This is an optimization exercise on Yosys and OpenROAD, whose aim is small area, a short achievable clock period and few clock cycles per item, not a production implementation.
No run shown here included a check of the RTL's function; only the layout flow was run.
Power figures rest on the tool's default switching activity, not on a simulated workload.

**flow/config.mk**
```make
export PLATFORM = sky130hd
export DESIGN_NAME = muldiv_unit
export DESIGN_NICKNAME = muldiv_unit
export VERILOG_FILES = /design/flow/design.v
export SDC_FILE = /design/flow/constraint.sdc
export NUM_CORES = 4
export LEC_CHECK = 0
export CAP_MARGIN = 20
export CORE_MARGIN = 2
export CORE_UTILIZATION = 50
export SETUP_SLACK_MARGIN = 3.0
export SLEW_MARGIN = 20
export TNS_END_PERCENT = 0
```
**flow/run.sh**
```bash
#!/bin/bash
# synth_recipe.tcl (not shown) runs the flow's synth.tcl, then flattens the netlist and writes it again
# the make line also repeats each setting of config.mk as NAME=value (left out here)
make -C /OpenROAD-flow-scripts/flow DESIGN_CONFIG=/design/flow/config.mk WORK_HOME=/design/flow/orfs CLKGATE_MAP_FILE= SYNTH_SCRIPT=/design/flow/synth_recipe.tcl finish
```
**flow/constraint.sdc**
```tcl
create_clock -name core_clock -period 6.3 [get_ports {iCLK}]
set_input_delay 1.2600 -clock core_clock [delete_from_list [all_inputs] [get_ports {iCLK}]]
set_output_delay 1.2600 -clock core_clock [all_outputs]
set_load 0.01 [all_outputs]
```
**flow/design.v**
```verilog
module muldiv_unit #(
  parameter int WIDTH  = 64,
  parameter int REG_AW = 5
) (
  input  logic              iCLK,
  input  logic              iRST,
  input  logic              iStart,
  input  logic [2:0]        iOp,
  input  logic [WIDTH-1:0]  iOperandA,
  input  logic [WIDTH-1:0]  iOperandB,
  input  logic [REG_AW-1:0] iDestReg,
  output logic              oBusy,
  output logic              oStall,
  output logic              oDone,
  output logic              oRegWrite,
  output logic [REG_AW-1:0] oWriteRegister,
  output logic [WIDTH-1:0]  oResult
);
  localparam logic [2:0] OP_MUL   = 3'd0;
  localparam logic [2:0] OP_SMULH = 3'd1;
  localparam logic [2:0] OP_UMULH = 3'd2;
  localparam logic [2:0] OP_SDIV  = 3'd3;
  localparam logic [2:0] OP_UDIV  = 3'd4;
  logic              busy_q, done_q;
  logic              ph_booth_q, ph_shift_q, ph_div_q, ph_inc_q, ph_cmp_q, ph_fin_q;
  logic [64:0]       x_q;      
  logic [63:0]       y_q;      
  logic [64:0]       d_q;      
  logic              yb_q;     
  logic [5:0]        cnt_q;    
  logic [3:0]        sh_q;     
  logic [REG_AW-1:0] wr_q;
  logic              mul_lo_q;    
  logic              umulh_c_q;   
  logic              dneg_q;      
  logic              negq_q;      
  logic              qzero_q;     
  logic              ph_div_mode_q;   
  logic              p_div_q, p_shr_q, p_zero_q;
  logic [66:0]       q_q;    
  logic              cin_q;
  logic [66:0] p_op, q_op, sum;
  logic [67:0] sum_c;
  logic        p_ext;   
  always_comb begin
    p_ext = ~(p_zero_q | p_div_q | p_shr_q);
    p_op  = ({67{p_div_q}} & {x_q[64], x_q, y_q[63]})
          | ({67{p_shr_q}} & {{10{x_q[64]}}, x_q[64:8]})
          | ({67{p_ext}}   & {{2{x_q[64]}}, x_q});
    q_op  = q_q;
    sum_c = {p_op, 1'b1} + {q_op, cin_q};
    sum   = sum_c[67:1];
  end
  logic        in_mul, in_div, in_sdiv, in_umulh, in_mullo, in_aneg, in_swap;
  logic [64:0] ld_x, ld_d;
  logic [63:0] ld_y, mplier, mcand;
  logic [3:0]  in_n;     
  logic [7:1]  fits_a;   
  logic [7:1]  fits_b;   
  function automatic logic [7:1] fits_bytes(input logic [63:0] v);
    logic [7:0] zb, ob;
    logic       z, o;
    for (int j = 0; j < 8; j++) begin
      zb[j] = ~|v[8*j+:8];
      ob[j] = &v[8*j+:8];
    end
    for (int k = 1; k < 8; k++) begin
      z = ~v[8*k-1];
      o = v[8*k-1];
      for (int j = k; j < 8; j++) begin
        z = z & zb[j];
        o = o & ob[j];
      end
      fits_bytes[k] = z | o;
    end
  endfunction
  always_comb begin
    in_mul   = (iOp == OP_MUL) || (iOp == OP_SMULH) || (iOp == OP_UMULH);
    in_div   = (iOp == OP_SDIV) || (iOp == OP_UDIV);
    in_sdiv  = (iOp == OP_SDIV);
    in_umulh = (iOp == OP_UMULH);
    in_mullo = (iOp == OP_MUL);
    in_aneg  = in_sdiv & iOperandA[63];
    fits_a  = fits_bytes(iOperandA);
    fits_b  = fits_bytes(iOperandB);
    in_swap = |(fits_a & ~fits_b);
    mplier  = (in_swap | ~in_mul) ? iOperandA : iOperandB;
    mcand   = in_swap ? iOperandB : iOperandA;
    ld_x = (in_mul | in_aneg) ? 65'd0 : {1'b0, iOperandA};
    ld_y = ((in_mul | in_aneg) & ~busy_q) ? mplier : 64'd0;
    ld_d = in_mul ? {~in_umulh & mcand[63], mcand}
                  : {in_sdiv & iOperandB[63], iOperandB};
    in_n = 4'd8;
    for (int k = 7; k >= 1; k--) if (in_swap ? fits_a[k] : fits_b[k]) in_n = 4'(k);
  end
  function automatic logic [2:0] booth(input logic y1, input logic y0, input logic yb);
    booth[0] = y0 ^ yb;
    booth[1] = (y1 & ~y0 & ~yb) | (~y1 & y0 & yb);
    booth[2] = y1 & ~(y0 & yb);
  endfunction
  logic       accept;
  logic       last_cnt, last_sh;
  logic       lt_d;       
  logic [2:0] bd_ld, bd_nx;
  assign accept   = iStart & ~busy_q;
  assign last_cnt = (cnt_q == 6'd0);
  assign last_sh  = (sh_q == 4'd1);
  assign lt_d     = sum[66];
  logic div_inv;    
  logic cmp_go;     
  assign div_inv = lt_d ^ ~dneg_q;
  assign cmp_go  = ph_cmp_q & ~lt_d & ~qzero_q;
  assign bd_ld    = booth(mplier[1], mplier[0], 1'b0);
  assign bd_nx    = booth(y_q[3], y_q[2], y_q[1]);
  always_ff @(posedge iCLK or posedge iRST) begin
    if (iRST) begin
      busy_q     <= 1'b0;
      done_q     <= 1'b0;
      ph_booth_q <= 1'b0;
      ph_shift_q <= 1'b0;
      ph_div_q   <= 1'b0;
      ph_inc_q   <= 1'b0;
      ph_cmp_q   <= 1'b0;
      ph_fin_q   <= 1'b0;
    end else begin
      done_q     <= 1'b0;
      ph_booth_q <= 1'b0;
      ph_shift_q <= 1'b0;
      ph_div_q   <= 1'b0;
      ph_inc_q   <= 1'b0;
      ph_cmp_q   <= 1'b0;
      ph_fin_q   <= 1'b0;
      if (!busy_q) begin
        if (iStart) begin
          busy_q <= 1'b1;
          if (in_mul)       ph_booth_q <= 1'b1;
          else if (in_aneg) ph_inc_q   <= 1'b1;
          else              ph_cmp_q   <= 1'b1;
        end
      end else begin
        case (1'b1)
          ph_booth_q: begin
            if (!last_cnt)                 ph_booth_q <= 1'b1;
            else if (sh_q != 4'd0)         ph_shift_q <= 1'b1;
            else if (mul_lo_q | umulh_c_q) ph_fin_q   <= 1'b1;
            else begin busy_q <= 1'b0; done_q <= 1'b1; end
          end
          ph_shift_q: begin
            if (ph_div_mode_q) begin
              ph_div_q   <= lt_d;
              ph_shift_q <= ~lt_d;
            end else if (!last_sh)             ph_shift_q <= 1'b1;
            else if (mul_lo_q | umulh_c_q)     ph_fin_q   <= 1'b1;
            else begin busy_q <= 1'b0; done_q <= 1'b1; end
          end
          ph_div_q: begin
            if (!last_cnt) ph_div_q <= 1'b1;
            else           ph_fin_q <= 1'b1;
          end
          ph_inc_q: ph_cmp_q <= 1'b1;
          ph_cmp_q: begin
            ph_fin_q   <= ~cmp_go;
            ph_shift_q <= cmp_go;
          end
          ph_fin_q: begin
            busy_q <= 1'b0;
            done_q <= 1'b1;
          end
          default: begin
            busy_q <= 1'b0;
          end
        endcase
      end
    end
  end
  logic [64:0] x_nx;
  logic [63:0] y_nx;
  always_comb begin
    case (1'b1)
      !busy_q:                        x_nx = ld_x;
      ph_booth_q:                     x_nx = sum[66:2];
      ph_shift_q:                     x_nx = {{8{x_q[64]}}, x_q[64:8]};
      ph_cmp_q:                       x_nx = x_q;
      default:                        x_nx = {sum[64] & ~ph_inc_q, sum[63:0]};   
    endcase
    case (1'b1)
      !busy_q | ph_inc_q | ph_cmp_q:  y_nx = ld_y;
      ph_booth_q:                     y_nx = {sum[1:0], y_q[63:2]};
      ph_shift_q:                     y_nx = {x_q[7:0], y_q[63:8]};
      default:                        y_nx = {y_q[62:0], ~sum[66]};
    endcase
  end
  always_ff @(posedge iCLK) begin
    x_q <= x_nx;
    y_q <= y_nx;
    yb_q <= busy_q ? y_q[1] : 1'b0;
    if (!busy_q) begin
      d_q       <= ld_d;
      wr_q      <= iDestReg;
      mul_lo_q  <= in_mullo;
      umulh_c_q <= in_umulh & mplier[63];
      dneg_q    <= in_sdiv & iOperandB[63];
      negq_q    <= in_sdiv & (iOperandA[63] ^ iOperandB[63]);
      qzero_q   <= ~in_div | (iOperandB == 64'd0);
      ph_div_mode_q <= ~in_mul;
    end
    if (!busy_q) begin
      cnt_q <= {in_n[3:0], 2'b11} - 6'd4;    
      sh_q  <= 4'd8 - in_n;
    end else if (ph_booth_q | ph_div_q) begin
      cnt_q <= cnt_q - 6'd1;
    end else if (ph_shift_q) begin
      sh_q <= sh_q - 4'd1;
      if (ph_div_mode_q) cnt_q <= cnt_q + 6'd8;
    end else if (ph_cmp_q) begin
      cnt_q <= 6'h3f;    
    end
  end
  logic        n_p_div, n_p_shr, n_p_zero, n_q_d, n_q_2d, n_q_y, n_inv;
  logic [64:0] d_nx;
  logic [66:0] q_nx;
  always_comb begin
    n_p_div = 1'b0;
    n_p_shr = 1'b0;
    n_p_zero = 1'b0;
    n_q_d = 1'b0;
    n_q_2d = 1'b0;
    n_q_y = 1'b0;
    n_inv = 1'b0;
    if (!busy_q) begin
      if (in_mul) begin
        n_q_d = bd_ld[0];
        n_q_2d = bd_ld[1];
        n_inv = bd_ld[2];
      end else if (in_aneg) begin
        n_p_zero = 1'b1;
        n_q_y = 1'b1;
        n_inv = 1'b1;
      end else begin
        n_q_d = 1'b1;
        n_inv = ~(in_sdiv & iOperandB[63]);
      end
    end else begin
      case (1'b1)
        ph_booth_q: begin
          if (!last_cnt) begin
            n_q_d = bd_nx[0];
            n_q_2d = bd_nx[1];
            n_inv = bd_nx[2];
          end else if (sh_q == 4'd0) begin
            if (ph_div_mode_q) begin
              n_p_zero = 1'b1;
              n_q_y = 1'b1;
              n_inv = negq_q;
            end else if (mul_lo_q) begin
              n_p_zero = 1'b1;
              n_q_y = 1'b1;
            end else begin
              n_q_d = 1'b1;
            end
          end
        end
        ph_shift_q: begin
          if (ph_div_mode_q) begin
            n_q_d = 1'b1;
            n_inv = ~dneg_q;
          end else if (last_sh) begin
            if (mul_lo_q) begin
              n_p_zero = 1'b1;
              n_q_y = 1'b1;
            end else begin
              n_q_d = 1'b1;
            end
          end
        end
        ph_div_q: begin
          if (!last_cnt) begin
            n_p_div = 1'b1;
            n_q_d = 1'b1;
            n_inv = div_inv;
          end else begin
            n_p_zero = 1'b1;
            n_q_y = 1'b1;
            n_inv = negq_q;
          end
        end
        ph_inc_q: begin
          n_q_d = 1'b1;
          n_inv = ~dneg_q;
        end
        ph_cmp_q: begin
        end
        default: ;
      endcase
      if (cmp_go) begin
        n_p_shr = 1'b1;
        n_q_d = 1'b1;
        n_inv = ~dneg_q;
      end
      if (ph_cmp_q & ~cmp_go) n_p_zero = 1'b1;
      if (ph_shift_q & ph_div_mode_q) begin
        n_p_div = lt_d;
        n_p_shr = ~lt_d;
      end
    end
    d_nx = busy_q ? d_q : ld_d;
    q_nx = (({67{n_q_d}}  & {{2{d_nx[64]}}, d_nx})
          | ({67{n_q_2d}} & {d_nx[64], d_nx, 1'b0})
          | ({67{n_q_y}}  & {3'b000, y_nx})) ^ {67{n_inv}};
  end
  always_ff @(posedge iCLK) begin
    p_div_q  <= n_p_div;
    p_shr_q  <= n_p_shr;
    p_zero_q <= n_p_zero;
    q_q      <= q_nx;
    cin_q    <= n_inv;
  end
  assign oBusy          = busy_q;
  assign oStall         = iStart | busy_q;
  assign oDone          = done_q;
  assign oRegWrite      = done_q;
  assign oWriteRegister = wr_q;
  assign oResult        = x_q[63:0];
endmodule
```
==> results of run 1 <==
-- layout by cell type (no fill, tap or decap), drive strengths merged, types with 8 or more instances in the layout --
cell type | Yosys | final
a22oi | 9 | 9
a21o | 39 | 39
a211oi | 15 | 15
nand4 | 51 | 51
nand3 | 44 | 45
mux2i | 202 | 202
dlygate4sd2 | 0 | 45
nor3 | 35 | 35
and3 | 8 | 8
o21ai | 153 | 153
clkbuf | 144 | 50
a31oi | 13 | 13
clkdlybuf4s15 | 0 | 21
dfxtp | 199 | 199
nor2 | 163 | 163
and2 | 14 | 14
a21oi | 163 | 163
or3 | 9 | 9
inv | 94 | 95
clkinv | 2 | 13
nor4 | 31 | 31
xnor2 | 45 | 45
o211ai | 25 | 25
ha | 75 | 75
o21bai | 21 | 21
dfrtp | 8 | 8
edfxtp | 86 | 86
buf | 108 | 112
o31ai | 11 | 11
clkdlybuf4s50 | 0 | 134
nand2b | 8 | 8
xor2 | 90 | 90
o22ai | 67 | 67
nand2 | 252 | 252
nor2b | 12 | 12
a222oi | 155 | 155
-- through the flow --
stage / setup WS, ns / hold WS [ns]
6_report: 2.03 / 0.469
5_1_grt: 1.87 / 0.513
4_1_cts: 2.16 / 0.469
3_5_place_dp: 0.877 / 0.456
3_3_place_gp: 0.899 / 0.456
2_1_floorplan: 2.35 / 0.441
-- state kept, by name, indices dropped and copies added (netlist names), 4 cells and up --
register and flops:
q_q 66, d_q 65, x_q 65, y_q 64, cnt_q 6, wr_q 5, sh_q 4
-- kinds of logic after synthesis --
kind of cell / after synthesis / share of synthesized area (%)
buf+inv: 348 / 7.80
simple gates: 658 / 14.6
xor+xnor: 135 / 5.64
compound gates: 757 / 25.4
mux: 205 / 9.80
flops: 293 / 32.3
fa+ha+maj: 76 / 4.57
-- critical path, cell delays in order --
cell	delay [ns]
dlygate4sd2_1	0.30
or4_1	0.51
nor4_2	0.22
buf_4	0.20
nand4_1	0.14
o22ai_2	0.21
o211ai_1	0.11
buf_4	0.15
nand4_1	0.12
buf_4	0.14
buf_6	0.15
buf_16	0.20
mux2i_1	0.22
o21ai_1	0.13
a222oi_1	0.39
xor2_1	0.24
-- where the power goes --
part	switching (mW)	internal (mW)	leakage [nW]
logic	6.34	4.36	7.20
registers	1.25	3.12	2.69
clock network	0.832	1.15	0.546
total	8.42	8.64	10.4
-- timing repair --
item                                    CTS  global route
endpoints found under the setup margin  304           304
gates resized for setup                 359            10
gates cloned                             14             0
pin swaps                               103             7
setup buffers                            49             1
-- path summary, 6_finish.rpt --
check / end / slack [ns] / cells after the start / start
setup reg to reg: x_q[52]$_DFFE_PP_ / 2.04 / 17 / p_zero_q$_DFF_P_
max in group asynchronous: ph_shift_q$_DFF_PP0_ / 5.06 / 2 / iRST
setup / recovery: q_q[43]$_DFF_P_ / 2.03 / 16 / iOperandA[26]
min in group asynchronous: ph_booth_q$_DFF_PP0_ / 0.96 / 2 / iRST
hold reg to reg: done_q$_DFF_PP0_ / 0.47 / 2 / ph_fin_q$_DFF_PP0_
hold / removal: done_q$_DFF_PP0_ / 0.47 / 2 / ph_fin_q$_DFF_PP0_
-- layer usage --
metal	GRT usage (%)	vias to the layer above
met1	50.4	10400
met2	61.3	1277
met5	0	-
met4	17.8	0
li1	-	9549
met3	7.95	219
-- cell type report --
type,count,area share [%]
multi-input combinational,1832,52.7
clock inverter,12,0.236
timing repair buffer,316,12.9
tap,539,2.60
inverter,96,1.39
sequential,293,26.2
clock buffer,50,4.03
==> summary.md, run 1 <==
| Metric | Value |
|---|---|
| Outcome | `timing/DRC/antenna clean` |
| Die width | `about 210 µm` |
| Dpl cells | `around 3,000` |
| FMAX | `234 MHz` |
| Vias in the first global route | `20,200` |
| Fillcell total | `3,706` |
| Area of the multi-input gates | `0.0137 mm²` |
| CTS Buf Count | `35` |
| Pwr/cell area | `around 660 mW/mm²` |
| Req. time, crit path | `6.76 ns` |
| Post-synth EDFFs | `86` |
| Share of cells above drive strength 1 | `13.7%` |
| Clock Latency Late Sink | `0.56 ns` |
| HPWL after DPL | `60,600 µm` |
| 1st-iter DRT viols | `3,393` |
| CTS tree | `yes` |
| Actual slew at the worst max-slew pin | `1.05 ns` |
| Initial Utilization | `50.3%` |
| Pin count of the biggest net entering global routing | `81` |
| Overall power | `~17 mW` |
| Post-route minimum period | `4.27 ns` |
| Primary FF master, synth | `dfxtp_1` |
| Yosys reg bits | `293` |
| Routed length per instance | `27.6 µm` |
| Met3 wire length | `around 9000 µm` |
| Critical path class | `in -> reg` |
| DRC | `0` |
| Post-layout instance area | `between 0.02 and 0.03 mm²` |
| GP Congestion | `between 0.9 and 1` |
| Final slew viol count | `0` |
| Highest metal used | `met4` |
| Final WL | `86,600 µm` |
| WL met2 | `39,100 µm` |
| Core area | `~0.042 mm²` |
| Worst path arrival time | `between 4 and 5 ns` |
| RSZ-0062 raised after global routing | `yes` |
| Post-layout util | `62.2%` |
| Syn. warnings | `1` |
| Sequential fraction of the synthesis area | `32.3%` |
| Synth cell types | `between 80 and 90` |
| Max cap viols | `0` |
| Max clock buf depth | `3` |
| H-tree levels | `2` |
| Finished Layout Cells | `3,138` |
| Yosys top cell area share | `about a fifth` |
| Post-synth ARST share | `2.73%` |
| CTS clk-pin slew, worst paths | `0.06 ns` |
| Setup TNS | `0 ns` |
| IO Port Bufs | `211` |
| Syn Inst Count | `between 2,000 and 2,500` |
| Synth cell count leaders | `nand2_1 (252), mux2i_1 (202), dfxtp_1 (199), nor2_1 (163), a21oi_1 (162)` |
| Setup violators final | `0` |
| Hold_buf cts | `0` |
| Met1 Wirelength | `34,300 µm` |
| Final Cycle Share | `roughly 68%` |
| Area after DPL | `0.0230 mm²` |
| DR pass1 iterations | `13` |
| Initial antenna violation count | `0` |
| Type of destination of the critical path | `flip-flop` |
| Rel. slew slack | `30.0%` |
| Total gr overflow | `0` |
| Syn nets | `2,687` |
| Via/cell ratio | `between 6 and 7` |
| Reg area | `around 0.0068 mm²` |
| DR vias | `approximately 21,000` |
| Pleak | `10.4 nW` |
| Final Hold Fails | `0` |
| Worst hold path type | `reg -> reg` |
| Gr usage total | `38.6%` |
| Nets@finish | `around 2,800` |
| Top cells by area, synth | `dfxtp_1 (19%), edfxtp_1 (12%), mux2i_1 (9.6%)` |
| Top cell type by total area after synthesis | `dfxtp_1` |
| Antenna Nets Post-Route | `0` |
| Std-Cell Rows | `75` |
| Clock net sink count | `293` |
| Die Area | `0.0436 mm²` |
| Ant. Diodes | `0` |
| Die H | `209 µm` |
| Peak VDD IR | `approximately 0.32 mV` |
| CP startpoint kind | `primary input` |
| Top-count cell post-synth | `nand2_1` |
| Syn Area/Cell | `8.49 µm²` |
| # IOs | `212` |
| Clock root buffer | `clkbuf_16` |
| Syn-to-layout area delta | `23.6%` |
| Worst Skew | `0.0181 ns` |
| Mapped Area | `0.0210 mm²` |
| CP max FO | `21` |
| First-pass GRT wire length | `about 130,000 µm` |
==> run 2, diff against run 1 <==
==> flow/flow/run.sh (new file) <==
#!/bin/bash
# The standard layout (the standard.sh, standard synthesis included), with the
# port buffers that placement inserts on every input and output made of
# sky130_fd_sc_hd__buf_2 instead of the delay cell the resizer picks by default.
set -euo pipefail
bash standard.sh "BUFFER_PORTS_ARGS=-buffer_cell sky130_fd_sc_hd__buf_2" finish > standard_flow.log 2>&1
==> flow/standard.sh (new file) <==
#!/bin/bash
# synth_recipe.tcl (not shown) runs the flow's synth.tcl, then flattens the netlist and writes it again
# the make line also repeats each setting of config.mk as NAME=value (left out here)
make -C /OpenROAD-flow-scripts/flow DESIGN_CONFIG=/design/flow/config.mk WORK_HOME=/design/flow/orfs CLKGATE_MAP_FILE= SYNTH_SCRIPT=/design/flow/synth_recipe.tcl "${@:-finish}"
removed: flow/run.sh
==> run 2 against run 1 <==
Net effect:
- critical path depth shrank 4
- synthesized cell count is the same
- via count down 2.0%
- die area unchanged
- global-route usage fell by 2.3 points
- sequential share of layout area grew 2.6 points
- register-to-register slack got worse by 0.04 ns
- clock skew up 0.0096 ns
- wire length shrank 5.4%
- combinational power decreased by 9%
- critical endpoint is now q_q[28]$_DFF_P_
- clock-buffer cell count is the same
==> summary.md, run 2 <==
| Metric | Value |
|---|---|
| FMAX | `232 MHz (-0.75%)` |
| Die width | `209 µm (unchanged)` |
| Final WL | `81,900 µm (-5.4%)` |
| IO Port Bufs | `211 (unchanged)` |
| Fillcell total | `3,992 (+7.7%)` |
| Syn-to-layout area delta | `12.3%` |
| Total gr overflow | `0 (unchanged)` |
| Clock root buffer | `clkbuf_16` |
| Std-Cell Rows | `75 (unchanged)` |
| Syn. warnings | `1 (unchanged)` |
| Setup violators final | `0 (unchanged)` |
| Setup WS pre-CTS | `1.23 ns (+0.356 ns)` |
| Synth cell types | `85 (unchanged)` |
| Primary FF master, synth | `dfxtp_1` |
| Max clock buf depth | `3 (unchanged)` |
| Hold_buf cts | `0 (unchanged)` |
| Initial Utilization | `50.3% (unchanged)` |
| Req. time, crit path | `6.72 ns (-0.04 ns)` |
| Hold path cells | `2 (unchanged)` |
| Vias in the first global route | `19,400 (-3.8%)` |
| DRC | `0 (unchanged)` |
| Peak VDD IR | `0.304 mV (-4.5%)` |
| CP startpoint kind | `primary input` |
| Nets@finish | `2,730 (-2.1%)` |
| Proportion of power drawn by flip-flops and latches | `26.8% (+1.2 points)` |
| Sequential fraction of the synthesis area | `32.3% (unchanged)` |
| Int Pwr | `7.91 mW (-8.4%)` |
| Mapped Area | `0.0210 mm² (unchanged)` |
| Pwr/cell area | `678 mW/mm² (+3.0%)` |
| Reg2reg path depth | `17 (unchanged)` |
| Syn Inst Count | `2,472 (unchanged)` |
| Clock net sink count | `293 (unchanged)` |
| GP Congestion | `0.971 (-0.54%)` |
| Setup TNS | `0 ns (unchanged)` |
| # IOs | `212 (unchanged)` |
| Final Cycle Share | `68.3% (+0.51 points)` |
| Actual slew at the worst max-slew pin | `1.19 ns (+0.145 ns)` |
| Synth cell count leaders | `nand2_1 (252), mux2i_1 (202), dfxtp_1 (199), nor2_1 (163), a21oi_1 (162)` |
| Max cap viols | `0 (unchanged)` |
| Yosys top cell area share | `19.0% (unchanged)` |
| Final worst setup slack | `1.99 ns (-0.0322 ns)` |
| Sw Share | `50.4% (+1.1 points)` |
| Rel. slew slack | `20.3% (-9.7 points)` |
| Register with the most flip-flops | `q_q` |
| Final slew viol count | `0 (unchanged)` |
| CTS clk-pin slew, worst paths | `0.06 ns (about the same)` |
| Clock Latency Late Sink | `0.58 ns (+0.02 ns)` |
| H-tree levels | `2 (unchanged)` |
| Largest register FFs | `66 (unchanged)` |
| CTS Buf Count | `35 (unchanged)` |
| Antenna Nets Post-Route | `0 (unchanged)` |
| Initial antenna violation count | `3 (+3)` |
| Syn Area/Cell | `8.49 µm² (unchanged)` |
| Most frequent cells in the layout | `nand2_1 (250), buf_2 (211), mux2i_1 (202)` |
| Post-synth EDFFs | `86 (unchanged)` |
| Biggest regs | `q_q: 66 flops, d_q: 65 flops, x_q: 65 flops` |
| RSZ-0062 raised after global routing | `yes` |
| DR pass1 iterations | `15 (+2)` |
| Routed length per instance | `26.6 µm (-3.7%)` |
| Most common cell after layout, fill and taps aside | `nand2_1` |
| Via/cell ratio | `6.81 (-0.27%)` |
| Syn nets | `2,687 (unchanged)` |
| Overall power | `16.0 mW (-6.4%)` |
| Worst Skew | `0.0277 ns (+0.00962 ns)` |
| Pleak | `9.91 nW (-5.1%)` |
| HPWL after DPL | `59,900 µm (-1.2%)` |
| Gr usage total | `36.3% (-2.3 points)` |
| Dpl cells | `3,005 (-0.23%)` |
| Die Area | `0.0436 mm² (unchanged)` |
| Clock power share | `12.5% (+0.9 points)` |
| Post-layout util | `56.5% (-5.7 points)` |
| Combinational share of power | `60.7% (-2.0 points)` |
| DR vias | `21,000 (-2.0%)` |
| Top-count cell post-synth | `nand2_1` |
| Pin count of the biggest net entering global routing | `81 (unchanged)` |
| Post-synth ARST share | `2.73% (unchanged)` |
| Top cells by area, synth | `dfxtp_1 (19%), edfxtp_1 (12%), mux2i_1 (9.6%)` |
| Yosys reg bits | `293 (unchanged)` |
| Worst hold path type | `reg -> reg` |
| Worst path arrival time | `4.72 ns (about the same)` |
| Die H | `209 µm (unchanged)` |
| First-pass GRT wire length | `122,000 µm (-4.7%)` |
| Top cell type by total area after synthesis | `dfxtp_1` |
| Core area | `0.0417 mm² (unchanged)` |
| Outcome | `timing/DRC/antenna clean` |
| CP max FO | `38 (+81%)` |
| CTS tree | `yes` |
| Type of destination of the critical path | `flip-flop` |
| Share of cells above drive strength 1 | `15.7% (+1.9 points)` |
| Switching power total | `8.05 mW (-4.4%)` |
| Final Hold Fails | `0 (unchanged)` |
| Finished Layout Cells | `3,083 (-1.8%)` |
| Post-route minimum period | `4.31 ns (+0.0322 ns)` |
| 1st-iter DRT viols | `3,274 (-3.5%)` |
| Critical path class | `in -> reg` |
## run 2: path summary, 6_finish.rpt
check / startpoint / endpoint / slack (ns)
min in group asynchronous: iRST / ph_fin_q$_DFF_PP0_ / 0.64
worst min-delay path: ph_fin_q$_DFF_PP0_ / done_q$_DFF_PP0_ / 0.48
max in group asynchronous: iRST / ph_booth_q$_DFF_PP0_ / 5.40
worst min register to register: ph_fin_q$_DFF_PP0_ / done_q$_DFF_PP0_ / 0.48
worst max register to register: p_zero_q$_DFF_P_ / q_q[28]$_DFF_P_ / 2.00
worst max-delay path: iOperandB[31] / q_q[28]$_DFF_P_ / 1.99
## run 2: final cells by class
type                       count  area, µm²  area share (%)
inverter                      96        360            1.53
multi-input combinational   1831      13000            55.3
sequential                   293       6780            28.8
tap                          539        674            2.86
antenna                        2       5.00          0.0212
clock inverter                14        109           0.462
clock buffer                  50        995            4.22
timing repair buffer         258       1590            6.77
## run 2: cell families after synthesis
logic type | synth area share (%)
AOI/OAI and AO/OA | 25.4
xor gates and xnor gates | 5.64
adders and majority gates | 4.57
muxes | 9.80
DFF | 32.3
and+or+nand+nor | 14.6
buffers and inverters | 7.80
## run 2: what timing repair did
item / CTS / global route
setup buffers: 5 / 3
endpoints found under the setup margin: 291 / 291
pin swaps: 11 / 11
gates resized for setup: 58 / 18
hold endpoints to repair: 0 / 0
cloned: 3 / 1
## run 2: power by group through the flow
stage          Combinational [mW]  Clock, mW  Sequential, mW
2_1_floorplan                7.10          0            3.56
3_5_place_dp                 9.04          0            4.24
6_report                     9.69       2.00            4.28
4_1_cts                      9.38       2.02            4.22
5_1_grt                      10.5       2.09            4.30
3_3_place_gp                 8.92          0            4.25
## run 2: metrics by stage
step,hold WS (ns),cell area [µm²]
global placement,0.460,21900
CTS,0.487,23400
finish,0.476,23600
floorplan,0.441,21100
global route,0.517,23500
detailed placement,0.469,21900
## run 2: layer usage
layer / part of all wire (%) / wire [µm] / vias up / track usage, %
met5: 0.015 / 12 / - / 0
met4: 4.0 / 3310 / 2 / 13.3
met3: 9.8 / 8050 / 177 / 6.19
met2: 45 / 37000 / 1215 / 58.0
met1: 41 / 33600 / 10100 / 49.3
li1: - / - / 9451 / -
## run 2: worst max-delay path: stages
cell	delay, ns
buf_2	0.25
nand2_1	0.09
nor3_1	0.40
inv_1	0.21
or4_4	0.59
o211ai_1	0.33
nand3_4	0.23
mux2i_1	0.21
o31ai_4	0.22
buf_4	0.44
a222oi_1	0.22
xor2_1	0.21

-- afterwards: timing with drivers on the ports --
The flow's constraints put no driver on any port. The routed layouts listed below were extracted and timed again, unchanged, in two steps. Step 1 sets driving cells, clkbuf_16 on the clock port and buf_2 on the other inputs (assumed; they add their load-dependent delay and slew). Step 2 adds t to the input delays and takes it off the output delays; t is the mean of the earliest and latest rising clock arrival at the registers after step 1. Input paths then give back, and output paths get back, about the clock's delay inside the block. Three values: ideal, step 1, step 2; two values: the first two.
| run | t (ns) | slack for setup (ns) | worst setup path at the end | clock arrival spread, ns |
|---|---|---|---|---|
| run 1 | 0.617 | 2.027 / 2.040 / 1.458 | input to register | 0.019 / 0.019 |
| run 2 | 0.619 | 1.995 / 2.001 / 1.404 | input to register | 0.028 / 0.028 |
After both steps every run listed still meets setup and hold. The setup slack of run 2, which loses most, moves by +0.006 ns with the drivers and by -0.591 ns with both steps.
